This is an optimization exercise on Yosys and OpenROAD, whose aim is small area and a short achievable clock period, not a production implementation.
No functional check of the RTL was part of any run shown here.
Power and IR drop assume default switching activity.

--- design/flow/design.v ---
package note_pkg;
  localparam int DEF_SPAWN_Y = 0;
  localparam int DEF_HIT_Y   = 420;
  localparam int DEF_HIT_WIN = 16;
  localparam int DEF_LANES   = 4;
  localparam int DEF_LANE_W  = 2;
  localparam int DEF_POS_W   = 10;
endpackage
module note_slot_pick #(
  parameter int N = 40
) (
  input  logic [N-1:0] mask_i,
  output logic [N-1:0] onehot_o,
  output logic         found_o
);
  localparam int G  = 8;
  localparam int NG = (N + G - 1) / G;
  logic [NG*G-1:0] m;
  logic [NG*G-1:0] seen;      
  logic [NG-1:0]   gany;
  logic [NG:0]     gseen;
  always_comb begin
    m = '0;
    m[N-1:0] = mask_i;
    for (int g = 0; g < NG; g++) gany[g] = |m[g*G +: G];
    gseen[0] = 1'b0;
    for (int g = 0; g < NG; g++) gseen[g+1] = gseen[g] | gany[g];
    for (int g = 0; g < NG; g++) begin
      logic run;
      run = 1'b0;
      for (int i = 0; i < G; i++) begin
        seen[g*G+i] = gseen[g] | run;
        run = run | m[g*G+i];
      end
    end
    for (int i = 0; i < N; i++) onehot_o[i] = mask_i[i] & ~seen[i];
    found_o = gseen[NG];
  end
endmodule
module note_popcount20 (
  input  logic [19:0] x,
  output logic [4:0] y
);
  logic t1, t2, t3, t4, t5, t6, t7, t8, t9, t10, t11, t12, t13, t14, t15, t16, t17, t18, t19, t20, t21, t22, t23, t24, t25, t26, t27, t28, t29, t30, t31, t32, t33, t34, t35, t36;
  assign t1 = x[0] ^ x[1] ^ x[2];
  assign t2 = (x[0] & x[1]) | (x[0] & x[2]) | (x[1] & x[2]);
  assign t3 = x[3] ^ x[4] ^ x[5];
  assign t4 = (x[3] & x[4]) | (x[3] & x[5]) | (x[4] & x[5]);
  assign t5 = x[6] ^ x[7] ^ x[8];
  assign t6 = (x[6] & x[7]) | (x[6] & x[8]) | (x[7] & x[8]);
  assign t7 = x[9] ^ x[10] ^ x[11];
  assign t8 = (x[9] & x[10]) | (x[9] & x[11]) | (x[10] & x[11]);
  assign t9 = x[12] ^ x[13] ^ x[14];
  assign t10 = (x[12] & x[13]) | (x[12] & x[14]) | (x[13] & x[14]);
  assign t11 = x[15] ^ x[16] ^ x[17];
  assign t12 = (x[15] & x[16]) | (x[15] & x[17]) | (x[16] & x[17]);
  assign t13 = x[18] ^ x[19];
  assign t14 = x[18] & x[19];
  assign t15 = t1 ^ t3 ^ t5;
  assign t16 = (t1 & t3) | (t1 & t5) | (t3 & t5);
  assign t17 = t7 ^ t9 ^ t11;
  assign t18 = (t7 & t9) | (t7 & t11) | (t9 & t11);
  assign t19 = t2 ^ t4 ^ t6;
  assign t20 = (t2 & t4) | (t2 & t6) | (t4 & t6);
  assign t21 = t8 ^ t10 ^ t12;
  assign t22 = (t8 & t10) | (t8 & t12) | (t10 & t12);
  assign t23 = t15 ^ t17 ^ t13;
  assign t24 = (t15 & t17) | (t15 & t13) | (t17 & t13);
  assign t25 = t16 ^ t18 ^ t19;
  assign t26 = (t16 & t18) | (t16 & t19) | (t18 & t19);
  assign t27 = t21 ^ t14;
  assign t28 = t21 & t14;
  assign t29 = t24 ^ t25 ^ t27;
  assign t30 = (t24 & t25) | (t24 & t27) | (t25 & t27);
  assign t31 = t26 ^ t28 ^ t20;
  assign t32 = (t26 & t28) | (t26 & t20) | (t28 & t20);
  assign t33 = t30 ^ t31 ^ t22;
  assign t34 = (t30 & t31) | (t30 & t22) | (t31 & t22);
  assign t35 = t34 ^ t32;
  assign t36 = t34 & t32;
  assign y = {t36, t35, t33, t29, t23};
endmodule
module note_lane_scroller #(
  parameter  int LANES   = note_pkg::DEF_LANES,
  parameter  int SLOTS   = 40,
  parameter  int POS_W   = note_pkg::DEF_POS_W,
  parameter  int SPEED_W = 4,
  parameter  int SPAWN_Y = note_pkg::DEF_SPAWN_Y,
  parameter  int HIT_Y   = note_pkg::DEF_HIT_Y,
  parameter  int HIT_WIN = note_pkg::DEF_HIT_WIN,
  localparam int IDX_W   = $clog2(SLOTS),
  localparam int LANE_W  = $clog2(LANES),
  localparam int CNT_W   = $clog2(SLOTS + 1)
) (
  input  logic               clock,
  input  logic               reset_n,
  input  logic               tick,
  input  logic [SPEED_W-1:0] speed,
  input  logic               chart_valid,
  input  logic [LANES-1:0]   chart_lanes,
  output logic               chart_ready,
  input  logic [LANES-1:0]   strum,
  output logic [LANES-1:0]   hit,
  output logic [LANES-1:0]   miss,
  output logic [LANES-1:0]   bad_strum,
  input  logic [IDX_W-1:0]   rd_idx,
  output logic               rd_valid,
  output logic [LANE_W-1:0]  rd_lane,
  output logic [POS_W-1:0]   rd_pos,
  output logic [CNT_W-1:0]   active_count,
  output logic               overflow
);
  localparam int PW     = 9;
  localparam int CG     = 2;                    
  localparam int GS     = SLOTS / CG;
  localparam int GW     = $clog2(GS + 1);
  logic [SLOTS-1:0]             sv_q;
  logic [SLOTS-1:0][LANE_W-1:0] sl_q;
  logic [SLOTS-1:0][PW-1:0]     sp_q;
  logic              ready_q;
  logic [LANES-1:0]  pend_q;
  logic [LANES-1:0]  hit_q, miss_q, bad_q;
  logic [CNT_W-1:0]  base_q;
  logic [CG-1:0][GW-1:0] gone_q;
  logic              ovf_q;
  logic              rdv_q;
  logic [LANE_W-1:0] rdl_q;
  logic [PW-1:0]     rdp_q;
  logic [SLOTS-1:0]      inwin;
  logic [SLOTS-1:0][3:0] lane_oh;
  always_comb begin
    for (int s = 0; s < SLOTS; s++) begin
      inwin[s]   = sv_q[s] & sp_q[s][8] & sp_q[s][7] &
                   (sp_q[s][5] | (sp_q[s][4] & (sp_q[s][3] | sp_q[s][2])));
      lane_oh[s] = 4'(1) << sl_q[s];
    end
  end
  localparam int NQ = 4;
  localparam int QS = SLOTS / NQ;
  logic [SLOTS-1:0]      alive [LANES];
  logic [SLOTS-1:0]      win   [LANES];
  logic [LANES-1:0]      found;
  logic [SLOTS-1:0]      strum_free;
  logic [NQ-1:0][5:0]    qmax  [LANES];
  logic [NQ-1:0]         qany  [LANES];
  logic [NQ-1:0]         qsel  [LANES];
  always_comb begin
    for (int l = 0; l < LANES; l++) begin
      for (int s = 0; s < SLOTS; s++) alive[l][s] = inwin[s] & lane_oh[s][l];
      found[l] = |alive[l];
      for (int q = 0; q < NQ; q++) begin
        qany[l][q] = |alive[l][q*QS +: QS];
        for (int b = 5; b >= 0; b--) begin
          logic any;
          any = 1'b0;
          for (int i = 0; i < QS; i++) any = any | (alive[l][q*QS+i] & sp_q[q*QS+i][b]);
          qmax[l][q][b] = any;
          for (int i = 0; i < QS; i++) alive[l][q*QS+i] = alive[l][q*QS+i] & (sp_q[q*QS+i][b] | ~any);
        end
      end
      begin
        logic b01, b23, bfin;
        logic [5:0] m01, m23;
        logic a01, a23;
        b01  = qany[l][1] & (~qany[l][0] | (qmax[l][1] > qmax[l][0]));
        m01  = b01 ? qmax[l][1] : qmax[l][0];
        a01  = qany[l][0] | qany[l][1];
        b23  = qany[l][3] & (~qany[l][2] | (qmax[l][3] > qmax[l][2]));
        m23  = b23 ? qmax[l][3] : qmax[l][2];
        a23  = qany[l][2] | qany[l][3];
        bfin = a23 & (~a01 | (m23 > m01));
        qsel[l][0] = ~bfin & ~b01;
        qsel[l][1] = ~bfin &  b01;
        qsel[l][2] =  bfin & ~b23;
        qsel[l][3] =  bfin &  b23;
      end
    end
  end
  for (genvar l = 0; l < LANES; l++) begin : g_pick
    for (genvar q = 0; q < NQ; q++) begin : g_q
      logic unused_found;
      logic [QS-1:0] oh;
      note_slot_pick #(.N(QS)) u_pick (
        .mask_i   (alive[l][q*QS +: QS]),
        .onehot_o (oh),
        .found_o  (unused_found)
      );
      assign win[l][q*QS +: QS] = oh & {QS{qsel[l][q]}};
    end
  end
  always_comb begin
    for (int s = 0; s < SLOTS; s++) begin
      strum_free[s] = 1'b0;
      for (int l = 0; l < LANES; l++) strum_free[s] = strum_free[s] | (strum[l] & win[l][s]);
    end
  end
  logic [SLOTS-1:0]  free_oh;
  logic              free_found;
  logic [LANES-1:0]  pend_oh;
  logic              pend_found;
  logic [LANE_W-1:0] pend_lane;
  logic [SLOTS-1:0]  alloc;
  note_slot_pick #(.N(SLOTS)) u_free (
    .mask_i   (~sv_q),
    .onehot_o (free_oh),
    .found_o  (free_found)
  );
  note_slot_pick #(.N(LANES)) u_pend (
    .mask_i   (pend_q),
    .onehot_o (pend_oh),
    .found_o  (pend_found)
  );
  assign pend_lane = {pend_oh[3] | pend_oh[2], pend_oh[3] | pend_oh[1]};
  assign alloc     = ready_q ? '0 : free_oh;
  logic [3:0]        step;
  logic [SLOTS-1:0]  over;
  logic [SLOTS-1:0]  sv_d;
  logic [LANES-1:0]  miss_d;
  logic [LANES-1:0]  anyover;
  logic [SLOTS-1:0][4:0] lo;
  assign step = tick ? speed : '0;
  logic [SLOTS-1:0] over_l [LANES];
  logic [SLOTS-1:0] gone_l [LANES];
  always_comb begin
    for (int s = 0; s < SLOTS; s++) begin
      lo[s]   = {1'b0, sp_q[s][3:0]} + {1'b0, step};
      over[s] = sv_q[s] & (((sp_q[s][8:4] == 5'd27) & (lo[s] >= 5'd5)) |
                           ((sp_q[s][8:4] == 5'd26) & (lo[s] >= 5'd21)));
      sv_d[s] = (sv_q[s] & ~strum_free[s] & ~over[s]) | alloc[s];
    end
    for (int l = 0; l < LANES; l++) begin
      for (int s = 0; s < SLOTS; s++) begin
        over_l[l][s] = over[s] & lane_oh[s][l];
        gone_l[l][s] = over[s] & lane_oh[s][l] & ~strum_free[s];
      end
      anyover[l] = |over_l[l];
      miss_d[l]  = |gone_l[l];
    end
  end
  always_ff @(posedge clock) begin
    for (int s = 0; s < SLOTS; s++) begin
      sp_q[s] <= alloc[s] ? PW'(SPAWN_Y) : {sp_q[s][8:4] + 5'(lo[s][4]), lo[s][3:0]};
      if (alloc[s]) sl_q[s] <= pend_lane;
    end
  end
  logic [CG-1:0][GW-1:0] gone_d;
  logic [CNT_W-1:0]      count_now;
  logic [CNT_W-1:0]      count_ins;
  logic [LANES-1:0]      hit_keep;
  logic [CNT_W-1:0]      base_d;
  for (genvar g = 0; g < CG; g++) begin : g_gone
    note_popcount20 u_pc (
      .x (over[g*GS +: GS]),
      .y (gone_d[g])
    );
  end
  always_comb begin
    count_now = base_q;
    for (int g = 0; g < CG; g++) count_now = count_now - CNT_W'(gone_q[g]);
    count_ins = count_now + CNT_W'(!ready_q && free_found);
    hit_keep  = strum & found & ~anyover;
    case (hit_keep)
      4'b0000:                                     base_d = count_ins;
      4'b0001, 4'b0010, 4'b0100, 4'b1000:          base_d = count_ins - CNT_W'(1);
      4'b0111, 4'b1011, 4'b1101, 4'b1110:          base_d = count_ins - CNT_W'(3);
      4'b1111:                                     base_d = count_ins - CNT_W'(4);
      default:                                     base_d = count_ins - CNT_W'(2);
    endcase
  end
  logic              rdv_d;
  logic [LANE_W-1:0] rdl_d;
  logic [PW-1:0]     rdp_d;
  always_comb begin
    rdv_d = 1'b0;
    rdl_d = '0;
    rdp_d = '0;
    for (int s = 0; s < SLOTS; s++) begin
      if (rd_idx == IDX_W'(s)) begin
        rdv_d = rdv_d | sv_q[s];
        rdl_d = rdl_d | sl_q[s];
        rdp_d = rdp_d | sp_q[s];
      end
    end
  end
  always_ff @(posedge clock or negedge reset_n) begin
    if (!reset_n) begin
      sv_q    <= '0;
      ready_q <= 1'b1;
      pend_q  <= '0;
      hit_q   <= '0;
      miss_q  <= '0;
      bad_q   <= '0;
      base_q  <= '0;
      gone_q  <= '0;
      ovf_q   <= 1'b0;
      rdv_q   <= 1'b0;
    end else begin
      sv_q   <= sv_d;
      hit_q  <= strum & found;
      bad_q  <= strum & ~found;
      miss_q <= miss_d;
      base_q <= base_d;
      gone_q <= gone_d;
      rdv_q  <= rdv_d;
      if (ready_q) begin
        if (chart_valid && (chart_lanes != '0)) begin
          pend_q  <= chart_lanes;
          ready_q <= 1'b0;
        end
      end else begin
        if (!free_found) ovf_q <= 1'b1;
        pend_q <= pend_q & ~pend_oh;
        if ((pend_q & ~pend_oh) == '0) ready_q <= 1'b1;
      end
    end
  end
  always_ff @(posedge clock) begin
    rdl_q <= rdl_d;
    rdp_q <= rdp_d;
  end
  assign chart_ready  = ready_q;
  assign hit          = hit_q;
  assign miss         = miss_q;
  assign bad_strum    = bad_q;
  assign rd_valid     = rdv_q;
  assign rd_lane      = rdl_q;
  assign rd_pos       = {1'b0, rdp_q};
  assign active_count = count_now;
  assign overflow     = ovf_q;
endmodule
--- design/flow/flow/run.sh ---
#!/bin/bash
# Layout flow: the standard ORFS flow, with a synthesis script that maps the logic for area
# (ABC "map -a", no Yosys full-adder extraction). Registers are mapped exactly as in the standard
# synthesis. Each step's full output goes to a log file in this folder.
set -euo pipefail
HERE=$(pwd)
FLOWDIR=$HERE/flow
sed -e "s|SYNTH_SCRIPT=[^ ]*|SYNTH_SCRIPT=$FLOWDIR/synth.tcl|" standard.sh > own_synth.sh
export CUSTOM_ABC_SCRIPT=$FLOWDIR/abc_area.script
bash own_synth.sh synth > flow_synth.log 2>&1
bash standard.sh > flow_layout.log 2>&1
--- design/flow/flow/abc_area.script ---
strash; dch; map -a
--- design/flow/flow/synth.tcl ---
proc synth {args} { yosys synth -nofsm -noshare {*}$args }
# Map combinational logic for area: use our own ABC script in place of the one ORFS picks.
proc abc {args} {
  set i [lsearch -exact $args -script]
  if { $i >= 0 } { lset args [expr {$i + 1}] $::env(CUSTOM_ABC_SCRIPT) }
  yosys abc {*}$args
}
# Leave adders to ABC instead of Yosys's full/half-adder cell extraction.
proc extract_fa {args} { }
source $::env(SCRIPTS_DIR)/synth.tcl
# left out here: clear keep_hierarchy, flatten, clean up, hide names made inside functions, write 1_2_yosys.v
--- design/flow/standard.sh ---
#!/bin/bash
# synth_recipe.tcl (not shown) runs the flow's synth.tcl, then flattens the netlist and writes it again
# the make line also repeats each setting of config.mk as NAME=value (left out here)
make -C /OpenROAD-flow-scripts/flow DESIGN_CONFIG=/design/flow/config.mk WORK_HOME=/design/flow/orfs CLKGATE_MAP_FILE= SYNTH_SCRIPT=/design/flow/synth_recipe.tcl "${@:-finish}"
--- design/flow/config.mk ---
export PLATFORM = sky130hd
export DESIGN_NAME = note_lane_scroller
export DESIGN_NICKNAME = note_lane_scroller
export VERILOG_FILES = /design/flow/design.v
export SDC_FILE = /design/flow/constraint.sdc
export NUM_CORES = 8
export LEC_CHECK = 0
export CAP_MARGIN = 20
export CORE_MARGIN = 2
export CORE_UTILIZATION = 30
export PLACE_DENSITY = 0.5
export SLEW_MARGIN = 20
--- design/flow/constraint.sdc ---
create_clock -name core_clock -period 95.0 [get_ports {clock}]
set_input_delay 19.0000 -clock core_clock [delete_from_list [all_inputs] [get_ports {clock}]]
set_output_delay 19.0000 -clock core_clock [all_outputs]
set_load 0.01 [all_outputs]
==> summary.md, run 1 <==
| Metric | Value |
|---|---|
| CP Launch Type | input pin |
| Ys async rst share | 14.3% |
| Wire per inst | 35.1 um |
| Post-Place Cells | 10000 |
| Clk pwr share | 17.0% |
| Sw Share | 58.9% |
| Dpl hpwl | 298000 um |
| Critical Path Fanout Max | 12 |
| Hold crit path type | reg -> reg |
| Drt first pass iters | 8 |
| Multi-input gate area | 30200 um^2 |
| # rows | 144 |
| Via count | 63400 |
| Clk slew on worst S/H paths | 0.06 ns |
| Cts repair resizes | 0 |
| Core Box Area | 154000 um^2 |
| Final setup violation count | 0 |
| Reg power frac | 30.0% |
| Routed vias/inst | 6.24 |
| Global placement routability congestion | 1.11 |
| IO Count | 55 |
| Die height | 398 um |
| Crit-path slowest cell | clkdlybuf4s50_1 |
| Combinational fraction of design power | 53.1% |
| Power Density | 32.7 nW/um^2 |
| Sequential area share after synthesis | 25.1% |
| WS Path Type | in -> reg |
| Clk Tree Root Cell | clkbuf_16 |
| Synth top area cells | dfxtp_1 16%, nor2_1 14%, clkinv_1 10%, o21ai_0 8.9%, a21oi_1 7.4% |
| Final hold vios | 0 |
| Post-synth EDFFs | 80 |
| Status | timing/DRC/antenna clean |
| Max Cap Violations | 0 |
| Nets@finish | 8078 |
| Post-synth top cells | 1730 x nor2_1, 1271 x clkinv_1, 828 x o21ai_0 |
| Setup TNS | 0 ns |
| H-tree levels | 3 |
| Final Slew Violations | 0 |
| Setup Fix Bufs, Post-CTS | 0 |
| Crit path required time | 95.58 ns |
| Final clock skew | 0.0248 ns |
| Post-synth top area share | 15.9% |
| Initial antenna violation count | 21 |
| Period utilisation layout | 27.8% |
| First-pass GRT wire length | 475000 um |
| Post-synth net total | 7762 |
| Switching pwr | 1.03 mW |
| Max Root-Sink Buffers | 3 |
| Least-Margin Pin Slew | 1.26 ns |
| P_int | 0.724 mW |
| Slew HR | 15.6% |
| Drc violations | 0 |
| Die area | 158000 um^2 |
| Seq cells post-synth | 526 |
| Most common cell in the netlist | nor2_1 |
| Initial drt markers | 10100 |
| Leading area contributor after synthesis | dfxtp_1 |
| Synth Cell Area | 46600 um^2 |
| F_max | 37.9 MHz |
| Synth cell types | 56 |
| Crit path time final | 26.39 ns |
| Die X-Extent | 398 um |
| FF+latch area | 11700 um^2 |
| Cts hold-fix bufs | 0 |
| DRT Wirelength | 356000 um |
| Initial Utilization | 30.2% |
| Cts bufs inserted | 72 |
| Ys flop type | dfxtp_1 |
| Largest stage delay, worst path | 0.84 ns |
| Largest net degree at the start of global routing | 41 |
| Worst EP arrival | 26.97 ns |
| CTS sink count | 526 |
| Peak VDD IR | 0.0229 mV |
| GRT Total Usage | 43.3% |
| Ys Warns | 18 |
| Area grow syn2layout | 15.3% |
| Leakage | 19.5 nW |
| Vias in the first global route | 56600 |
| CTS tree | built |
| CP Capture Type | register |
| Post-Layout Cell Count | 10200 |
| Mapped Cells | 7740 |
| Mean post-synth cell area | 6.02 um^2 |
| Unrepaired setup endpoints after global routing | no |
| Clock latency at the later pin of the worst-skew pair | 0.70 ns |
| Share of cells above drive strength 1 | 5.15% |
| Port Buffers | 53 |
| Layout fillers | 17300 |
| Final ANT Viol Nets | 0 |
| GRT overflow | 0 |
## per-layer routing
layer  global-route usage [%]  part of all wire (%)
met1                     61.0                    43
met2                     59.7                    39
met3                     11.8                    12
met4                     21.7                   6.0
met5                        0                 0.041
## power by group through the flow
stage	logic, mW	registers, mW	clock network (mW)
floorplan	0.462	0.428	0
global placement	0.887	0.519	0
detailed placement	0.889	0.516	0
CTS	0.891	0.512	0.299
global route	0.973	0.524	0.307
finish	0.933	0.527	0.298
## flip-flops by register name (all words and copies together) (netlist names), 4 cells and up
register and flops:
gone_q 10, base_q 6, miss_q 4, pend_q 4
rdp_q 9, sl_q 80, hit_q 4, sv_q 40
sp_q 360, bad_q 4
## cell usage in the layout, fill, tap and decap left out, drive strengths merged, types with 80 or more instances in the layout
cell type  count
nand4         96
a22oi        144
nor2        1730
clkinv      1277
o221ai        87
a221oi       102
nor3         366
a21oi        692
o21ai        828
buf          190
clkbuf       108
xor2         122
nand3        192
nor4         132
o22ai        132
dfxtp        371
nand2        817
edfxtp        80
## through the flow
stage	setup WS (ns)	power [mW]	utilization (%)	hold slack, ns	area, um^2
after detailed placement	68.48	1.40	33.2	0.457	51200
after CTS	69.23	1.70	34.8	0.468	53700
after floorplan	70.64	0.890	-	0.447	46600
after global routing	68.31	1.80	34.9	0.484	53700
after global placement	68.44	1.41	33.2	0.446	51200
final	68.61	1.76	34.9	0.462	53700
## final cells by class
class | instances | share of cell area, %
multi-input combinational | 5942 | 56.3
sequential | 526 | 21.8
inverter | 1271 | 8.88
tap | 2044 | 4.76
clock buffer | 108 | 4.01
timing repair buffer | 243 | 3.63
clock inverter | 22 | 0.608
antenna | 4 | 0.0186
## cell families after synthesis
group | share of synthesized area (%)
other cells | 0.00805
xor+xnor | 3.29
flops | 25.1
fa+ha+maj | 0.0215
compound gates | 30.6
buf+inv | 10.3
simple gates | 30.6
## path summary, 6_finish.rpt
check                           depth (start not counted)  slack (ns)         to  startpoint
worst max-delay path                                   42       68.61      rdv_q   rd_idx[1]
worst min-delay path                                    1        0.46      ovf_q       ovf_q
worst max register to register                         60       76.51  miss_q[2]   sp_q[120]
worst min register to register                          1        0.46      ovf_q       ovf_q
max in group asynchronous                               2       75.36   hit_q[0]     reset_n
min in group asynchronous                               1       18.34      rdv_q     reset_n
## critical path, delay by kind of cell
family | cells | cell delay (ns)
buffers and inverters | 1 | 0.84
and+or+nand+nor | 2 | 0.89
AOI/OAI and AO/OA | 39 | 6.22
==> run 2: changes to the inputs <==
--- a/design/flow/config.mk
+++ b/design/flow/config.mk
@@ -8,5 +8,8 @@
 export CAP_MARGIN = 20
 export CORE_MARGIN = 2
 export CORE_UTILIZATION = 30
+export CTS_BUF_LIST = sky130_fd_sc_hd__clkbuf_8
+export CTS_CLUSTER_SIZE = 30
+export GPL_TIMING_DRIVEN = 0
 export PLACE_DENSITY = 0.5
 export SLEW_MARGIN = 20
==> summary.md, run 2 <==
| Metric | Value |
|---|---|
| Status | timing/DRC/antenna clean |
| Unrepaired setup endpoints after global routing | no |
| Post-synth net total | 7762 |
| Seq cells post-synth | 526 |
| CP Capture Type | register |
| Ys flop type | dfxtp_1 |
| DRT Wirelength | 334000 um |
| Largest net degree at the start of global routing | 47 |
| Drc violations | 0 |
| Pre-CTS setup slack | 66.91 ns |
| Largest register FFs | 360 |
| Synth cell types | 56 |
| Layout fillers | 17400 |
| Core Box Area | 154000 um^2 |
| Area grow syn2layout | 13.5% |
| Die height | 398 um |
| Multi-input gate area | 30500 um^2 |
| Final clock skew | 0.0690 ns |
| CTS tree | built |
| Drt first pass iters | 6 |
| Most common cell in the netlist | nor2_1 |
| Register bank with the most flops | sp_q |
| Overall power | 1.63 mW |
| CP Buf/Inv Count | 3 |
| Crit path time final | 27.49 ns |
| Vias in the first global route | 56300 |
| Die X-Extent | 398 um |
| Initial Utilization | 30.2% |
| Dpl hpwl | 278000 um |
| Period utilisation layout | 28.9% |
| Synth Cell Area | 46600 um^2 |
| Mean post-synth cell area | 6.02 um^2 |
| Clk Tree Root Cell | clkbuf_8 |
| Cts bufs inserted | 102 |
| FF+latch area | 11700 um^2 |
| First-pass GRT wire length | 451000 um |
| Post-synth top area share | 15.9% |
| Worst R2R Setup Slack | 76.10 ns |
| Final ANT Viol Nets | 0 |
| Final Util | 34.3% |
| Hold Slack | 0.472 ns |
| Routed length on met2 | 132000 um |
| Ys Warns | 18 |
| Post-Layout Cell Count | 10100 |
| GRT Total Usage | 40.7% |
| Placed inst area | 50800 um^2 |
| Crit-path slowest cell | clkdlybuf4s50_1 |
| Setup Fix Bufs, Post-CTS | 0 |
| Mapped Cells | 7740 |
| Commonest non-fill, non-tap cell in the layout | nor2_1 |
| Clock latency at the later pin of the worst-skew pair | 0.89 ns |
| Ys async rst share | 14.3% |
| Synth top area cells | dfxtp_1 16%, nor2_1 14%, clkinv_1 10%, o21ai_0 8.9%, a21oi_1 7.4% |
| Top Layer Used | met5 |
| Cts hold-fix bufs | 0 |
| Final hold vios | 0 |
| Critical Path Fanout Max | 9 |
| Initial antenna violation count | 25 |
| Via count | 62100 |
| Metal3 WL | 36800 um |
| Global placement routability congestion | 1.09 |
| Wire length on met1 | 148000 um |
| Sequential area share after synthesis | 25.1% |
| Port Buffers | 53 |
| Post-synth EDFFs | 80 |
| Final setup violation count | 0 |
| CTS sink count | 526 |
| WS Path Type | in -> reg |
| Clk slew on worst S/H paths | 0.07 ns |
| Final Slew Violations | 0 |
| Fin area | 52900 um^2 |
| Largest stage delay, worst path | 0.75 ns |
| Peak VDD IR | 0.0194 mV |
| CP Launch Type | input pin |
| Cts repair resizes | 0 |
| F_max | 36.4 MHz |
| Hold crit path type | reg -> reg |
| Routed vias/inst | 6.15 |
| Initial drt markers | 9305 |
| # rows | 144 |
| Power Density | 30.8 nW/um^2 |
| Leading area contributor after synthesis | dfxtp_1 |
| Most frequent cells in the layout | 1708 x nor2_1, 1284 x clkinv_1, 815 x o21ai_0, 813 x nand2_1, 687 x a21oi_1 |
| Post-synth top cells | 1730 x nor2_1, 1271 x clkinv_1, 828 x o21ai_0 |
| Share of cells above drive strength 1 | 4.74% |
| Leakage | 19.0 nW |
| Setup WS post-layout | 67.51 ns |
| Max Root-Sink Buffers | 3 |
| Worst EP arrival | 28.18 ns |
| Nets@finish | 7976 |
| Setup TNS | 0 ns |
| Wire per inst | 33.1 um |
| IO Count | 55 |
| Crit path required time | 95.69 ns |
| CP delay by family, top | compound AO/OA/AOI/OAI gates |
| Slew HR | 10.9% |
| H-tree levels | 3 |
| Post-Place Cells | 9894 |
| Die area | 158000 um^2 |
| GRT overflow | 0 |
| Biggest regs | sp_q (360), sl_q (80), sv_q (40) |
| Max Cap Violations | 0 |
| Least-Margin Pin Slew | 1.32 ns |
-- run 2: cell count changes in the layout (fill, tap and decap cells not counted), sizes merged --
cell           before   now
bufinv              7     5
clkinv           1277  1310
clkdlybuf4s50      52    49
clkdlybuf4s18       1     0
clkbuf            108   113
diode               4     9
buf               190    62
inv                 6    31
clkinvlp            3     0
-- run 2: cell families after synthesis --
logic type	share of synthesized area, %
compound gates	30.6
xor+xnor	3.29
buf+inv	10.3
fa+ha+maj	0.0215
other cells	0.00805
flops	25.1
simple gates	30.6
-- run 2: worst paths after layout --
path	start	endpoint	cells past startpoint
max	rd_idx[4]	rdp_q[7]	44
min	sp_q[179]	sp_q[179]	2
max reg2reg	sp_q[318]	miss_q[2]	54
min reg2reg	sp_q[179]	sp_q[179]	2
max in group asynchronous	reset_n	ready_q	2
min in group asynchronous	reset_n	rdv_q	1
-- run 2: layer usage --
layer,GRT usage [%],vias up
li1,-,27500
met1,57.6,30000
met2,57.0,3909
met3,10.3,669
met4,19.1,14
met5,0,-
-- run 2: power by group --
part	leakage (nW)	total, mW	internal, mW	switching (mW)
sequential	4.78	0.554	0.327	0.227
clock	1.15	0.242	0.123	0.118
combinational	13.1	0.832	0.206	0.626
total	19.0	1.63	0.656	0.972
-- run 2: cell type report --
cell class                 count  share of cell area (%)
multi-input combinational   5942                    57.7
sequential                   526                    22.2
inverter                    1271                    9.06
tap                         2044                    4.84
clock buffer                 113                    2.94
timing repair buffer         110                    2.31
clock inverter                75                   0.900
antenna                        9                  0.0426
buffer                         1                  0.0142
-- run 2: worst min-delay path, cell delays in order (launching register included) --
cell and delay, ns:
dfxtp_1 0.31, nand2_1 0.06, a21oi_1 0.06
==> run 3: changes to the inputs <==
--- a/design/flow/design.v
+++ b/design/flow/design.v
@@ -216,10 +216,8 @@
   logic [SLOTS-1:0]  over;
   logic [SLOTS-1:0]  sv_d;
   logic [LANES-1:0]  miss_d;
-  logic [LANES-1:0]  anyover;
   logic [SLOTS-1:0][4:0] lo;
   assign step = tick ? speed : '0;
-  logic [SLOTS-1:0] over_l [LANES];
   logic [SLOTS-1:0] gone_l [LANES];
   always_comb begin
     for (int s = 0; s < SLOTS; s++) begin
@@ -230,10 +228,8 @@
     end
     for (int l = 0; l < LANES; l++) begin
       for (int s = 0; s < SLOTS; s++) begin
-        over_l[l][s] = over[s] & lane_oh[s][l];
         gone_l[l][s] = over[s] & lane_oh[s][l] & ~strum_free[s];
       end
-      anyover[l] = |over_l[l];
       miss_d[l]  = |gone_l[l];
     end
   end
@@ -243,43 +239,38 @@
       if (alloc[s]) sl_q[s] <= pend_lane;
     end
   end
+  logic [SLOTS-1:0]      removed;
   logic [CG-1:0][GW-1:0] gone_d;
   logic [CNT_W-1:0]      count_now;
-  logic [CNT_W-1:0]      count_ins;
-  logic [LANES-1:0]      hit_keep;
   logic [CNT_W-1:0]      base_d;
+  assign removed = over | (sv_q & strum_free);
   for (genvar g = 0; g < CG; g++) begin : g_gone
     note_popcount20 u_pc (
-      .x (over[g*GS +: GS]),
+      .x (removed[g*GS +: GS]),
       .y (gone_d[g])
     );
   end
   always_comb begin
     count_now = base_q;
     for (int g = 0; g < CG; g++) count_now = count_now - CNT_W'(gone_q[g]);
-    count_ins = count_now + CNT_W'(!ready_q && free_found);
-    hit_keep  = strum & found & ~anyover;
-    case (hit_keep)
-      4'b0000:                                     base_d = count_ins;
-      4'b0001, 4'b0010, 4'b0100, 4'b1000:          base_d = count_ins - CNT_W'(1);
-      4'b0111, 4'b1011, 4'b1101, 4'b1110:          base_d = count_ins - CNT_W'(3);
-      4'b1111:                                     base_d = count_ins - CNT_W'(4);
-      default:                                     base_d = count_ins - CNT_W'(2);
-    endcase
+    base_d = count_now + CNT_W'(!ready_q && free_found);
   end
+  logic [SLOTS-1:0]  rsel;
   logic              rdv_d;
   logic [LANE_W-1:0] rdl_d;
   logic [PW-1:0]     rdp_d;
   always_comb begin
-    rdv_d = 1'b0;
-    rdl_d = '0;
-    rdp_d = '0;
-    for (int s = 0; s < SLOTS; s++) begin
-      if (rd_idx == IDX_W'(s)) begin
-        rdv_d = rdv_d | sv_q[s];
-        rdl_d = rdl_d | sl_q[s];
-        rdp_d = rdp_d | sp_q[s];
-      end
+    for (int s = 0; s < SLOTS; s++) rsel[s] = (rd_idx == IDX_W'(s));
+    rdv_d = |(rsel & sv_q);
+    for (int b = 0; b < LANE_W; b++) begin
+      logic [SLOTS-1:0] col;
+      for (int s = 0; s < SLOTS; s++) col[s] = rsel[s] & sl_q[s][b];
+      rdl_d[b] = |col;
+    end
+    for (int b = 0; b < PW; b++) begin
+      logic [SLOTS-1:0] col;
+      for (int s = 0; s < SLOTS; s++) col[s] = rsel[s] & sp_q[s][b];
+      rdp_d[b] = |col;
     end
   end
   always_ff @(posedge clock or negedge reset_n) begin
==> summary.md, run 3 <==
| Metric | Value |
|---|---|
| GRT overflow | 0 |
| Most common cell in the netlist | nor2_1 |
| Layout fillers | 16800 |
| Cts hold-fix bufs | 0 |
| Final ANT Viol Nets | 0 |
| Wire per inst | 29.1 um |
| Final hold vios | 0 |
| Slew HR | 11.6% |
| Hold Slack | 0.466 ns |
| Hold crit path type | reg -> reg |
| GRT Total Usage | 35.7% |
| Routed vias/inst | 6.02 |
| Seq cells post-synth | 526 |
| Max Root-Sink Buffers | 3 |
| IO Count | 55 |
| Setup TNS | 0 ns |
| H-tree levels | 3 |
| Ys Warns | 16 |
| Register bank with the most flops | sp_q |
| Core Box Area | 150000 um^2 |
| Mean post-synth cell area | 6.16 um^2 |
| Largest family of logic cells by synthesized area | compound AO/OA/AOI/OAI gates |
| Final Slew Violations | 0 |
| Sw Share | 54.5% |
| Largest register FFs | 360 |
| Synth Cell Area | 45200 um^2 |
| WS Path Type | in -> reg |
| Most frequent cells in the layout | 1634 x nor2_1, 1192 x clkinv_1, 732 x nand2_1, 643 x o21ai_0, 566 x a21oi_1 |
| Compound-gate portion of the synthesized area | 30.7% |
| Period utilisation layout | 26.9% |
| Vias in the first global route | 53900 |
| Critical Path Fanout Max | 45 |
| Share of cells above drive strength 1 | 5.05% |
| Ys async rst share | 14.3% |
| Die height | 392 um |
| P_int | 0.630 mW |
| Post-synthesis mux area share | 0% |
| F_max | 39.1 MHz |
| Setup Fix Bufs, Post-CTS | 0 |
| Die X-Extent | 392 um |
| Synth Area in Simple Gates | 29.9% |
| Initial Utilization | 30.2% |
| Switching pwr | 0.754 mW |
| Final clock skew | 0.0554 ns |
| Nets@finish | 7585 |
| Clk pwr share | 17.8% |
| Mapped Cells | 7342 |
| Final setup violation count | 0 |
| Leakage | 18.7 nW |
| Area grow syn2layout | 14.2% |
| Adder-Cell Fraction of Synth Area | 0.0221% |
| Commonest non-fill, non-tap cell in the layout | nor2_1 |
| Biggest regs | sp_q (360), sl_q (80), sv_q (40) |
| Post-synthesis xor/xnor area fraction | 3.58% |
| Drt first pass iters | 9 |
| Peak VDD IR | 0.0177 mV |
| Post-synth top cells | 1652 x nor2_1, 1188 x clkinv_1, 736 x nand2_1 |
| CP Capture Type | register |
| Max Cap Violations | 0 |
| Unrepaired setup endpoints after global routing | no |
| CP Launch Type | input pin |
| DRT Wirelength | 282000 um |
| Crit path required time | 95.68 ns |
| Reg power frac | 36.8% |
| CTS sink count | 526 |
| Post-synth net total | 7364 |
| Synth top area cells | dfxtp_1 16%, nor2_1 14%, clkinv_1 9.9%, o21ai_0 7.1%, a21oi_1 6.3% |
| First-pass GRT wire length | 394000 um |
| Final Util | 34.5% |
| Cts bufs inserted | 102 |
| Combinational fraction of design power | 45.4% |
| Cts repair resizes | 0 |
| Post-Layout Cell Count | 9685 |
| # rows | 142 |
| Worst EP arrival | 26.22 ns |
| Post-Place Cells | 9475 |
| Crit path time final | 25.54 ns |
| Port Buffers | 53 |
| Clock latency at the later pin of the worst-skew pair | 0.90 ns |
| Leading area contributor after synthesis | dfxtp_1 |
| Largest net degree at the start of global routing | 53 |
| CTS tree | built |
| Synth cell types | 54 |
| Ys flop type | dfxtp_1 |
| Post-synth EDFFs | 80 |
| Via count | 58300 |
| Power Density | 26.8 nW/um^2 |
| Sequential area share after synthesis | 25.9% |
| Clk slew on worst S/H paths | 0.06 ns |
| Status | timing/DRC/antenna clean |
| Clk Tree Root Cell | clkbuf_8 |
| Global placement routability congestion | 1.04 |
| Drc violations | 0 |
| Dpl hpwl | 234000 um |
| Die area | 154000 um^2 |
| Initial drt markers | 7431 |
| Least-Margin Pin Slew | 1.32 ns |
| Initial antenna violation count | 22 |
| Post-synth top area share | 16.4% |
run 3: cell count changes in the layout (fill, tap and decap cells not counted), moves of 21 or more:
cell / previous run / this run
o22ai_1: 132 / 203
nor3_1: 346 / 314
nor2_1: 1708 / 1634
a21oi_1: 687 / 566
o21bai_1: 43 / 91
clkinv_1: 1284 / 1192
a22oi_1: 144 / 248
nand2_1: 813 / 732
nor4_1: 117 / 80
nor3_2: 20 / 41
o21ai_0: 815 / 643
run 3: cells by family after synthesis:
| family | count (synthesis) |
|---|---|
| buffers and inverters | 1189 |
| flip-flops | 526 |
| AND/OR/NAND/NOR | 3204 |
| AO/OA/AOI/OAI | 2236 |
| adder cells (fa/ha/maj) | 1 |
| other | 1 |
| XOR/XNOR | 185 |
run 3: critical path, stage by stage:
cell and delay [ns]:
clkdlybuf4s50_1 0.69, nand2_4 0.32, clkinv_4 0.59, nor2_1 0.12, nor4_1 0.45, nor3_1 0.14
nor3_1 0.27, nor3_1 0.10, or4_2 0.55, a31oi_1 0.21, nor2_1 0.11, clkinv_1 0.08
nor2_1 0.05, nor2_1 0.11, xor2_1 0.66, or2_2 0.24, nand2_1 0.06, xor2_1 0.16
or2_2 0.30, nand2_1 0.06, nand2_1 0.06, or2_2 0.28, a21boi_0 0.35, nand2_1 0.09
a21oi_1 0.91, nor2_1 0.16
run 3: area by class of cell:
| cell class | count | area, um^2 | area share, % |
|---|---|---|---|
| clock inverters | 73 | 484 | 0.938 |
| repair buffers | 117 | 1220 | 2.36 |
| diodes | 18 | 45.0 | 0.0873 |
| flip-flops and latches | 526 | 11700 | 22.7 |
| well taps | 2016 | 2520 | 4.89 |
| multi-input cells | 5627 | 29500 | 57.2 |
| inverters | 1188 | 4480 | 8.68 |
| clock buffers | 119 | 1640 | 3.17 |
| plain buffers | 1 | 7.51 | 0.0145 |
run 3: power by group through the flow:
stage / logic (mW) / registers [mW] / clock network (mW)
after floorplan: 0.380 / 0.420 / 0
after global routing: 0.681 / 0.515 / 0.260
after detailed placement: 0.610 / 0.501 / 0
after global placement: 0.586 / 0.506 / 0
final: 0.628 / 0.509 / 0.246
after CTS: 0.612 / 0.497 / 0.252
run 3: through the flow:
step	power [mW]	instance area, um^2	setup WS [ns]
after floorplan	0.800	45200	70.48
after global placement	1.09	48300	64.30
after detailed placement	1.11	49400	68.88
after CTS	1.36	51500	69.80
after global routing	1.46	51600	69.45
final	1.38	51600	69.46
run 3: layer usage:
metal	wire length [um]	part of all wire, %	vias up	GRT usage [%]
li1	-	-	26300	-
met1	124000	44	28400	49.2
met2	115000	41	3071	52.0
met3	27000	9.6	574	7.89
met4	15900	5.6	14	17.5
met5	88	0.031	-	0
run 3: final timing paths:
path,start,end,slack [ns],depth (start not counted)
worst max-delay path,tick,gone_q[9],69.46,26
worst min-delay path,ovf_q,ovf_q,0.47,1
worst max register to register,sp_q[185],gone_q[9],76.36,64
worst min register to register,ovf_q,ovf_q,0.47,1
max in group asynchronous,reset_n,ready_q,76.23,2
min in group asynchronous,reset_n,sv_q[15],18.02,1
==> run 4: changes to the inputs <==
--- a/design/flow/config.mk
+++ b/design/flow/config.mk
@@ -7,9 +7,9 @@
 export LEC_CHECK = 0
 export CAP_MARGIN = 20
 export CORE_MARGIN = 2
-export CORE_UTILIZATION = 30
+export CORE_UTILIZATION = 45
 export CTS_BUF_LIST = sky130_fd_sc_hd__clkbuf_8
 export CTS_CLUSTER_SIZE = 30
 export GPL_TIMING_DRIVEN = 0
-export PLACE_DENSITY = 0.5
+export PLACE_DENSITY = 0.6
 export SLEW_MARGIN = 20
==> summary.md, run 4 <==
| Metric | Value |
|---|---|
| Final clock skew | 0.0490 ns |
| Leakage | 18.4 nW |
| CTS sink count | 526 |
| Drc violations | 0 |
| Share of cells above drive strength 1 | 4.72% |
| Largest register FFs | 360 |
| Synth Cell Area | 45200 um^2 |
| Synth cell types | 54 |
| Post-synth top cells | 1652 x nor2_1, 1188 x clkinv_1, 736 x nand2_1 |
| Wire per inst | 28.9 um |
| Hold Slack | 0.460 ns |
| Final hold vios | 0 |
| Core Box Area | 99900 um^2 |
| Cts repair resizes | 0 |
| Hold crit path type | reg -> reg |
| Clk slew on worst S/H paths | 0.06 ns |
| Clk Tree Root Cell | clkbuf_8 |
| Initial antenna violation count | 13 |
| Most used cell, CP | nor2_1 |
| IO Count | 55 |
| Ys async rst share | 14.3% |
| GRT Total Usage | 48.1% |
| Final ANT Viol Nets | 0 |
| WS Path Type | in -> reg |
| Seq cells post-synth | 526 |
| Final setup violation count | 0 |
| Routed vias/inst | 6.66 |
| Post-synth top area share | 16.4% |
| Leading area contributor after synthesis | dfxtp_1 |
| Status | timing/DRC/antenna clean |
| Crit path required time | 95.65 ns |
| Register bank with the most flops | sp_q |
| Unrepaired setup endpoints after global routing | no |
| Most frequent cells in the layout | 1637 x nor2_1, 1191 x clkinv_1, 732 x nand2_1, 643 x o21ai_0, 566 x a21oi_1 |
| Max Cap Violations | 0 |
| Drt first pass iters | 7 |
| Mean post-synth cell area | 6.16 um^2 |
| Area grow syn2layout | 11.2% |
| Dpl hpwl | 211000 um |
| Cts hold-fix bufs | 0 |
| Crit path time final | 25.46 ns |
| Max Root-Sink Buffers | 3 |
| Biggest regs | sp_q (360), sl_q (80), sv_q (40) |
| CP Capture Type | register |
| Clock latency at the later pin of the worst-skew pair | 0.83 ns |
| Post-synth net total | 7364 |
| Die area | 103000 um^2 |
| Setup TNS | 0 ns |
| Die height | 321 um |
| H-tree levels | 3 |
| Largest stage delay, worst path | 0.82 ns |
| Period utilisation layout | 26.8% |
| F_max | 39.3 MHz |
| Ys Warns | 16 |
| Mapped Cells | 7342 |
| Ys flop type | dfxtp_1 |
| Cts bufs inserted | 93 |
| Synth top area cells | dfxtp_1 16%, nor2_1 14%, clkinv_1 9.9%, o21ai_0 7.1%, a21oi_1 6.3% |
| Peak VDD IR | 0.0276 mV |
| Post-synth EDFFs | 80 |
| Crit-path slowest cell | a21oi_1 |
| Initial drt markers | 9335 |
| Commonest non-fill, non-tap cell in the layout | nor2_1 |
| Largest net degree at the start of global routing | 50 |
| Die X-Extent | 321 um |
| Power Density | 26.7 nW/um^2 |
| Global placement routability congestion | 1.09 |
| Least-Margin Pin Slew | 1.41 ns |
| Vias in the first global route | 53700 |
| CTS tree | built |
| CP Buf/Inv Count | 3 |
| First-pass GRT wire length | 363000 um |
| Sequential area share after synthesis | 25.9% |
| Critical Path Fanout Max | 45 |
| # rows | 116 |
| Slew HR | 5.63% |
| Setup Fix Bufs, Post-CTS | 0 |
| GRT overflow | 0 |
| Worst EP arrival | 26.10 ns |
| Initial Utilization | 45.3% |
| CP delay by family, top | simple AND/OR/NAND/NOR gates |
| Via count | 59500 |
| CP Launch Type | input pin |
| Final Slew Violations | 0 |
| Nets@finish | 7563 |
| Port Buffers | 53 |
| DRT Wirelength | 258000 um |
| Most common cell in the netlist | nor2_1 |
[run 4: cell counts after synthesis]
No cell type changed its count.
[run 4: path summary, 6_finish.rpt]
check | cells past startpoint | slack (ns) | startpoint | to
worst max-delay path | 26 | 69.54 | tick | gone_q[9]
worst min-delay path | 1 | 0.46 | ovf_q | ovf_q
worst max register to register | 66 | 76.62 | sp_q[173] | gone_q[9]
worst min register to register | 1 | 0.46 | ovf_q | ovf_q
max in group asynchronous | 2 | 76.18 | reset_n | ready_q
min in group asynchronous | 1 | 18.05 | reset_n | sv_q[15]
[run 4: per-layer routing]
layer | part of all wire (%) | wire, um | track usage, % | vias to the layer above
met2 | 38 | 98400 | 66.0 | 4429
met1 | 39 | 100000 | 62.8 | 27900
met5 | 0.019 | 50 | 0 | -
met4 | 8.1 | 20900 | 31.7 | 8
li1 | - | - | - | 26300
met3 | 15 | 38700 | 17.5 | 905
[run 4: power by group]
group / internal, mW / total, mW / leakage (nW) / switching, mW
Sequential: 0.325 / 0.513 / 4.81 / 0.188
Clock: 0.108 / 0.217 / 1.06 / 0.110
Combinational: 0.173 / 0.611 / 12.6 / 0.439
[run 4: logic make-up after synthesis]
| family | synth area share, % |
|---|---|
| and+or+nand+nor | 29.9 |
| AOI/OAI and AO/OA | 30.7 |
| buffers and inverters | 9.88 |
| DFF | 25.9 |
| xor gates and xnor gates | 3.58 |
| adders and majority gates | 0.0221 |
| other | 0.00830 |
[run 4: metrics by stage]
step | instance area [um^2] | power (mW) | utilization, % | setup WS [ns] | instances
after global placement | 47400 | 1.06 | 47.4 | 65.20 | 8693
after detailed placement | 48400 | 1.08 | 48.4 | 69.02 | 8743
after floorplan | 45200 | 0.800 | - | 70.48 | 7342
final | 50300 | 1.34 | 50.3 | 69.54 | 8928
after CTS | 50200 | 1.30 | 50.3 | 69.88 | 8919
after global routing | 50200 | 1.39 | 50.3 | 69.39 | 8924
[run 4: layout make-up]
type,instances,area [um^2]
Tap cell,1298,1620
Sequential cell,526,11700
Clock buffer,112,1540
Multi-Input combinational cell,5627,29400
Fill cell,10300,49600
Buffer,1,7.51
Clock inverter,64,318
Timing Repair Buffer,104,1110
Inverter,1188,4480
Antenna cell,8,20.0
==> run 5: changes to the inputs <==
==> design/flow/flow/run.sh (replaced) <==
#!/bin/bash
# Layout flow: the standard ORFS flow with three changes:
#  - synthesis maps the logic for area (ABC "map -a", no Yosys full-adder extraction); registers
#    are mapped exactly as in the standard synthesis;
#  - ports are buffered with sky130_fd_sc_hd__buf_2;
#  - the resizer's setup repair works toward a setup margin (flow/margin.txt), so that it
#    shortens the paths that set the achieved clock period. The clock and constraints are the standard flow's.
# Each step's full output goes to a log file in this folder.
set -euo pipefail
HERE=$(pwd)
FLOWDIR=$HERE/flow
MARGIN=$(cat $FLOWDIR/margin.txt)
sed -e "s|SYNTH_SCRIPT=[^ ]*|SYNTH_SCRIPT=$FLOWDIR/synth.tcl|" standard.sh > own_synth.sh
sed -e "s|\"\${@:-finish}\"|SETUP_SLACK_MARGIN=$MARGIN BUFFER_PORTS_ARGS=\"-buffer_cell sky130_fd_sc_hd__buf_2\" \"\${@:-finish}\"|" standard.sh > own_layout.sh
export CUSTOM_ABC_SCRIPT=$FLOWDIR/abc_area.script
bash own_synth.sh synth > flow_synth.log 2>&1
bash own_layout.sh > flow_layout.log 2>&1
==> design/flow/flow/margin.txt (new file) <==
72
--- a/design/flow/config.mk
+++ b/design/flow/config.mk
@@ -7,9 +7,9 @@
 export LEC_CHECK = 0
 export CAP_MARGIN = 20
 export CORE_MARGIN = 2
-export CORE_UTILIZATION = 45
+export CORE_UTILIZATION = 30
 export CTS_BUF_LIST = sky130_fd_sc_hd__clkbuf_8
 export CTS_CLUSTER_SIZE = 30
 export GPL_TIMING_DRIVEN = 0
-export PLACE_DENSITY = 0.6
+export PLACE_DENSITY = 0.5
 export SLEW_MARGIN = 20
==> summary.md, run 5 <==
| Metric | Value |
|---|---|
| RR Startpoint | sp_q[310] |
| Post-synth top cells | 1652 x nor2_1, 1188 x clkinv_1, 736 x nand2_1 |
| Slew HR | 16.7% |
| Setup WS post-layout | 72.15 ns |
| Clock latency at the later pin of the worst-skew pair | 0.91 ns |
| Die height | 392 um |
| Crit-path slowest cell | or2_2 |
| Pre-CTS setup slack | 68.98 ns |
| Setup TNS | 0 ns |
| Clk slew on worst S/H paths | 0.06 ns |
| Synth cell types | 54 |
| Status | timing/DRC/antenna clean |
| Ys flop type | dfxtp_1 |
| Max Cap Violations | 0 |
| Wire per inst | 32.7 um |
| Post-synth EDFFs | 80 |
| Most used cell, CP | nand2_1 |
| Cts bufs inserted | 106 |
| Worst Hold Launch | ovf_q |
| Share of cells above drive strength 1 | 8.07% |
| Fin area | 52900 um^2 |
| Via count | 59100 |
| Core Box Area | 150000 um^2 |
| Crit. Startpoint | tick |
| Power Density | 27.0 nW/um^2 |
| Commonest non-fill, non-tap cell in the layout | nor2_1 |
| CP delay by family, top | simple AND/OR/NAND/NOR gates |
| Initial drt markers | 7372 |
| Ys Warns | 16 |
| Critical Path Fanout Max | 20 |
| F_max | 43.8 MHz |
| CP Depth | 27 |
| Mean post-synth cell area | 6.16 um^2 |
| Crit path time final | 22.85 ns |
| # rows | 142 |
| Least-Margin Pin Slew | 1.25 ns |
| Drc violations | 0 |
| Largest stage delay, worst path | 0.33 ns |
| CP Capture Type | register |
| CTS tree | built |
| GRT Total Usage | 40.0% |
| Die area | 154000 um^2 |
| Ys async rst share | 14.3% |
| Initial Utilization | 30.2% |
| Area grow syn2layout | 16.9% |
| Largest register FFs | 360 |
| Initial antenna violation count | 26 |
| Sequential area share after synthesis | 25.9% |
| DRT Wirelength | 319000 um |
| Min-Delay Path Depth | 1 |
| Register bank with the most flops | sp_q |
| Peak VDD IR | 0.0189 mV |
| Final ANT Viol Nets | 0 |
| Drt first pass iters | 7 |
| Synth Cell Area | 45200 um^2 |
| Dpl hpwl | 256000 um |
| Final hold vios | 0 |
| Hold Slack | 0.462 ns |
| Most common cell in the netlist | nor2_1 |
| Largest net degree at the start of global routing | 55 |
| Biggest regs | sp_q (360), sl_q (80), sv_q (40) |
| Leakage | 19.3 nW |
| GRT overflow | 0 |
| Clk Tree Root Cell | clkbuf_8 |
| Nets@finish | 7641 |
| WS Path Type | in -> reg |
| Mapped Cells | 7342 |
| Final setup violation count | 0 |
| CTS sink count | 526 |
| IO Count | 55 |
| Max Root-Sink Buffers | 3 |
| Unrepaired setup endpoints after global routing | no |
| H-tree levels | 3 |
| Worst EP arrival | 23.64 ns |
| Post-synth top area share | 16.4% |
| Period utilisation layout | 24.1% |
| Worst Reg-to-Reg Cells | 59 |
| Synth top area cells | dfxtp_1 16%, nor2_1 14%, clkinv_1 9.9%, o21ai_0 7.1%, a21oi_1 6.3% |
| Global placement routability congestion | 1.07 |
| Crit path required time | 95.79 ns |
| Final Slew Violations | 0 |
| Port Buffers | 53 |
| Placed inst area | 49200 um^2 |
| Routed vias/inst | 6.08 |
| Die X-Extent | 392 um |
| Post-synth net total | 7364 |
| Layout fillers | 16800 |
| Seq cells post-synth | 526 |
| Vias in the first global route | 54700 |
| Leading area contributor after synthesis | dfxtp_1 |
| First-pass GRT wire length | 430000 um |
| CP Buf/Inv Count | 4 |
| Most frequent cells in the layout | 1591 x nor2_1, 1179 x clkinv_1, 729 x nand2_1, 629 x o21ai_0, 545 x a21oi_1 |
| CP Launch Type | input pin |
| Final clock skew | 0.0637 ns |
| Hold crit path type | reg -> reg |
run 5: cell counts after synthesis:
Identical to the previous run, type by type.
run 5: stage by stage:
stage / instances / util (%) / total power [mW]
after floorplan: 7342 / - / 0.800
after global placement: 9411 / 32.1 / 1.10
after detailed placement: 9476 / 32.8 / 1.12
after CTS: 9701 / 34.8 / 1.39
after global routing: 9730 / 35.3 / 1.49
final: 9734 / 35.3 / 1.43
run 5: final cells by class:
cell class / count / area (um^2) / area share [%]
Timing Repair Buffer: 156 / 1370 / 2.59
Clock inverter: 69 / 457 / 0.864
Inverter: 1188 / 4600 / 8.69
Timing Repair inverter: 4 / 58.8 / 0.111
Tap cell: 2016 / 2520 / 4.77
Clock buffer: 131 / 1800 / 3.41
Buffer: 1 / 7.51 / 0.0142
Antenna cell: 7 / 17.5 / 0.0331
Multi-Input combinational cell: 5636 / 30300 / 57.4
Sequential cell: 526 / 11700 / 22.2
run 5: timing repair:
| item | 4_1_cts | 5_1_grt |
|---|---|---|
| gates cloned | 11 | 2 |
| setup endpoints to repair | 14 | 9 |
| pin swaps | 7 | 14 |
| hold buffers | 0 | 0 |
| setup buffers | 14 | 22 |
| gates resized for setup | 61 | 115 |
run 5: logic make-up after synthesis:
kind of cell	share of synthesized area (%)
buf+inv	9.88
flops	25.9
xor+xnor	3.58
simple gates	29.9
other cells	0.00830
compound gates	30.7
fa+ha+maj	0.0221
run 5: layer usage:
layer | wire [um] | part of all wire (%) | global-route usage [%] | vias to the layer above
li1 | - | - | - | 26400
met1 | 128000 | 40 | 51.3 | 28700
met2 | 131000 | 41 | 59.3 | 3291
met3 | 34100 | 11 | 10.5 | 706
met4 | 25000 | 7.8 | 25.4 | 14
met5 | 94 | 0.030 | 0 | -
run 5: final timing paths:
path                       slack (ns)   endpoint
max                             72.15  gone_q[8]
min                              0.46      ovf_q
max reg2reg                     76.12  miss_q[0]
min reg2reg                      0.46      ovf_q
max in group asynchronous       76.22    ready_q
min in group asynchronous       18.01   sv_q[15]
run 5: where the power goes:
group	total [mW]	switching, mW	leakage, nW	internal, mW
clock	0.261	0.123	1.32	0.138
sequential	0.512	0.187	4.81	0.325
combinational	0.656	0.481	13.1	0.176
total	1.43	0.790	19.3	0.639
==> run 6: changes to the inputs <==
==> design/flow/flow/margin.txt (replaced) <==
74
==> summary.md, run 6 <==
| Metric | Value |
|---|---|
| Least-Margin Pin Slew | 1.29 ns |
| RR Startpoint | sp_q[211] |
| Switching pwr | 0.801 mW |
| Commonest non-fill, non-tap cell in the layout | nor2_1 |
| # rows | 142 |
| Period utilisation layout | 23.8% |
| Die height | 392 um |
| Clock latency at the later pin of the worst-skew pair | 0.90 ns |
| Leading area contributor after synthesis | dfxtp_1 |
| Crit path required time | 95.79 ns |
| Final Slew Violations | 0 |
| Hold crit path type | reg -> reg |
| Vias in the first global route | 55700 |
| Nets@finish | 7826 |
| CP Buf/Inv Count | 5 |
| Initial drt markers | 7827 |
| Register bank with the most flops | sp_q |
| Leakage | 20.8 nW |
| CP delay by family, top | simple AND/OR/NAND/NOR gates |
| Unrepaired setup endpoints after global routing | yes |
| First-pass GRT wire length | 416000 um |
| Initial Utilization | 30.2% |
| Slew HR | 12.9% |
| Largest register FFs | 360 |
| Post-synth EDFFs | 80 |
| CTS tree | built |
| Reg power frac | 34.8% |
| Pre-CTS setup slack | 69.71 ns |
| CP Depth | 28 |
| Synth Cell Area | 45200 um^2 |
| WS Path Type | in -> reg |
| Crit path capture | gone_q[8] |
| Drc violations | 0 |
| Dpl hpwl | 234000 um |
| Sw Share | 55.0% |
| Port Buffers | 53 |
| DRT Wirelength | 303000 um |
| Share of cells above drive strength 1 | 14.8% |
| CTS sink count | 526 |
| Most frequent cells in the layout | 1475 x nor2_1, 1140 x clkinv_1, 684 x nand2_1, 608 x o21ai_0, 518 x a21oi_1 |
| Max Cap Violations | 0 |
| Status | timing/DRC/antenna clean |
| Critical Path Fanout Max | 7 |
| Cts hold-fix bufs | 0 |
| Crit path time final | 22.56 ns |
| GRT overflow | 0 |
| Via count | 60200 |
| P_int | 0.657 mW |
| Synth cell types | 54 |
| Synth top area cells | dfxtp_1 16%, nor2_1 14%, clkinv_1 9.9%, o21ai_0 7.1%, a21oi_1 6.3% |
| Routed vias/inst | 6.07 |
| Worst R2R Setup Slack | 76.70 ns |
| Clk pwr share | 16.2% |
| Ys Warns | 16 |
| CP Launch Type | input pin |
| Area grow syn2layout | 25.5% |
| IO Count | 55 |
| Setup TNS | 0 ns |
| Crit-path slowest cell | xor2_4 |
| Biggest regs | sp_q (360), sl_q (80), sv_q (40) |
| Ys async rst share | 14.3% |
| Final setup violation count | 0 |
| Initial antenna violation count | 22 |
| FF-to-FF End | gone_q[8] |
| Post-synth top area share | 16.4% |
| Mean post-synth cell area | 6.16 um^2 |
| Wire per inst | 30.5 um |
| Global placement routability congestion | 1.06 |
| Final Util | 37.9% |
| Seq cells post-synth | 526 |
| Final hold vios | 0 |
| Power Density | 25.7 nW/um^2 |
| Largest stage delay, worst path | 0.32 ns |
| Post-synth top cells | 1652 x nor2_1, 1188 x clkinv_1, 736 x nand2_1 |
| Drt first pass iters | 6 |
| Setup WS post-layout | 72.44 ns |
| Core Box Area | 150000 um^2 |
| Clk Tree Root Cell | clkbuf_8 |
| Placed inst area | 49400 um^2 |
| Die X-Extent | 392 um |
| Sequential area share after synthesis | 25.9% |
| Largest net degree at the start of global routing | 51 |
| Cts bufs inserted | 102 |
| GRT Total Usage | 38.2% |
| Mapped Cells | 7342 |
| Final clock skew | 0.0734 ns |
| Ys flop type | dfxtp_1 |
| F_max | 44.3 MHz |
| Post-synth net total | 7364 |
| Combinational fraction of design power | 49.0% |
| Peak VDD IR | 0.0165 mV |
| Die area | 154000 um^2 |
| Final ANT Viol Nets | 0 |
| Clk slew on worst S/H paths | 0.06 ns |
| Worst Reg-to-Reg Cells | 60 |
| H-tree levels | 3 |
| CP Capture Type | register |
| Worst EP arrival | 23.35 ns |
| Fin area | 56700 um^2 |
| Most common cell in the netlist | nor2_1 |
| Crit. Startpoint | tick |
| Max Root-Sink Buffers | 3 |
run 6: cell count changes in the layout (fill, tap and decap cells not counted), moves of 27 or more:
cell,change
nand2_1,-45
clkinv_2,+27
a21oi_1,-27
nor2_2,+70
buf_4,+137
nand2_2,+33
nor2_4,+46
clkinv_1,-39
nor2_1,-116
run 6: logic make-up after synthesis:
| group | share of synthesized area, % |
|---|---|
| buffers and inverters | 9.88 |
| AND/OR/NAND/NOR | 29.9 |
| XOR/XNOR | 3.58 |
| AO/OA/AOI/OAI | 30.7 |
| flip-flops | 25.9 |
| other | 0.00830 |
| adder cells (fa/ha/maj) | 0.0221 |
run 6: area by class of cell:
class,instances,area (um^2)
Tap cell,2016,2520
Antenna cell,9,22.5
Fill cell,16500,93000
Timing Repair inverter,6,166
Clock inverter,71,400
Clock buffer,117,1610
Inverter,1188,4660
Multi-Input combinational cell,5637,32400
Sequential cell,526,11700
Buffer,1,7.51
Timing Repair Buffer,342,3220
run 6: power groups by stage:
stage / sequential (mW) / clock, mW / combinational, mW
floorplan: 0.420 / 0 / 0.385
global placement: 0.502 / 0 / 0.583
detailed placement: 0.497 / 0 / 0.605
CTS: 0.493 / 0.242 / 0.670
global route: 0.512 / 0.251 / 0.764
finish: 0.508 / 0.236 / 0.714
run 6: worst min path at each step:
stage / start / slack, ns / cells past startpoint / to
finish: ovf_q / 0.46 / 1 / ovf_q
global route: ovf_q / 0.49 / 1 / ovf_q
CTS: ovf_q / 0.47 / 1 / ovf_q
detailed placement: ovf_q / 0.44 / 1 / ovf_q
global placement: ovf_q / 0.44 / 1 / ovf_q
floorplan: sp_q[295] / 0.46 / 1 / sp_q[295]
run 6: repair_timing:
item                                    CTS  global route
resized for setup                       493           219
pin swaps                               138           142
setup buffers                           162            61
endpoints found under the setup margin  178            56
gates cloned                             18             0
run 6: routing by layer:
layer  up-vias  track usage [%]  wire length, um
met5         -                0              104
met4        14             22.8            20300
met3       683             10.1            33000
met2      3397             54.5           123000
met1     29400             51.1           127000
li1      26700                -                -
run 6: stage by stage:
| stage | power (mW) | std cells | hold slack [ns] |
|---|---|---|---|
| floorplan | 0.805 | 7342 | 0.459 |
| global placement | 1.09 | 9411 | 0.442 |
| detailed placement | 1.10 | 9474 | 0.443 |
| CTS | 1.41 | 9842 | 0.467 |
| global route | 1.53 | 9906 | 0.491 |
| finish | 1.46 | 9913 | 0.464 |

separate check: timing with driven ports:
The flow's constraints put no driver on any port. The routed layouts listed below were extracted and timed again, unchanged, in two steps. Step 1 sets driving cells, clkbuf_16 on the clock port and buf_2 on the other inputs (assumed; they add their load-dependent delay and slew). Step 2 also shifts input and output timing later by t, the mid clock arrival at the registers, as if the neighbouring blocks saw the same clock. a / b / c = ideal ports / drivers / drivers and shift; a / b = the first two.
| run | t (ns) | setup slack, ns | worst hold slack (ns) |
|---|---|---|---|
| run 1 | 0.782 | 68.611 / 68.681 / 67.900 | 0.462 / 0.462 / 0.462 |
| run 2 | 0.941 | 67.508 / 67.568 / 66.627 | 0.472 / 0.472 / 0.472 |
| run 3 | 0.959 | 69.456 / 69.516 / 68.557 | 0.466 / 0.466 / 0.466 |
| run 4 | 0.885 | 69.541 / 69.592 / 68.707 | 0.460 / 0.460 / 0.460 |
| run 5 | 0.962 | 72.151 / 72.174 / 71.212 | 0.462 / 0.462 / 0.462 |
| run 6 | 0.940 | 72.435 / 72.211 / 71.271 | 0.464 / 0.464 / 0.464 |
After both steps every run listed still meets setup and hold. For run 6, which loses most, drivers alone change the setup slack by -0.224 ns; drivers and shift together by -1.164 ns.
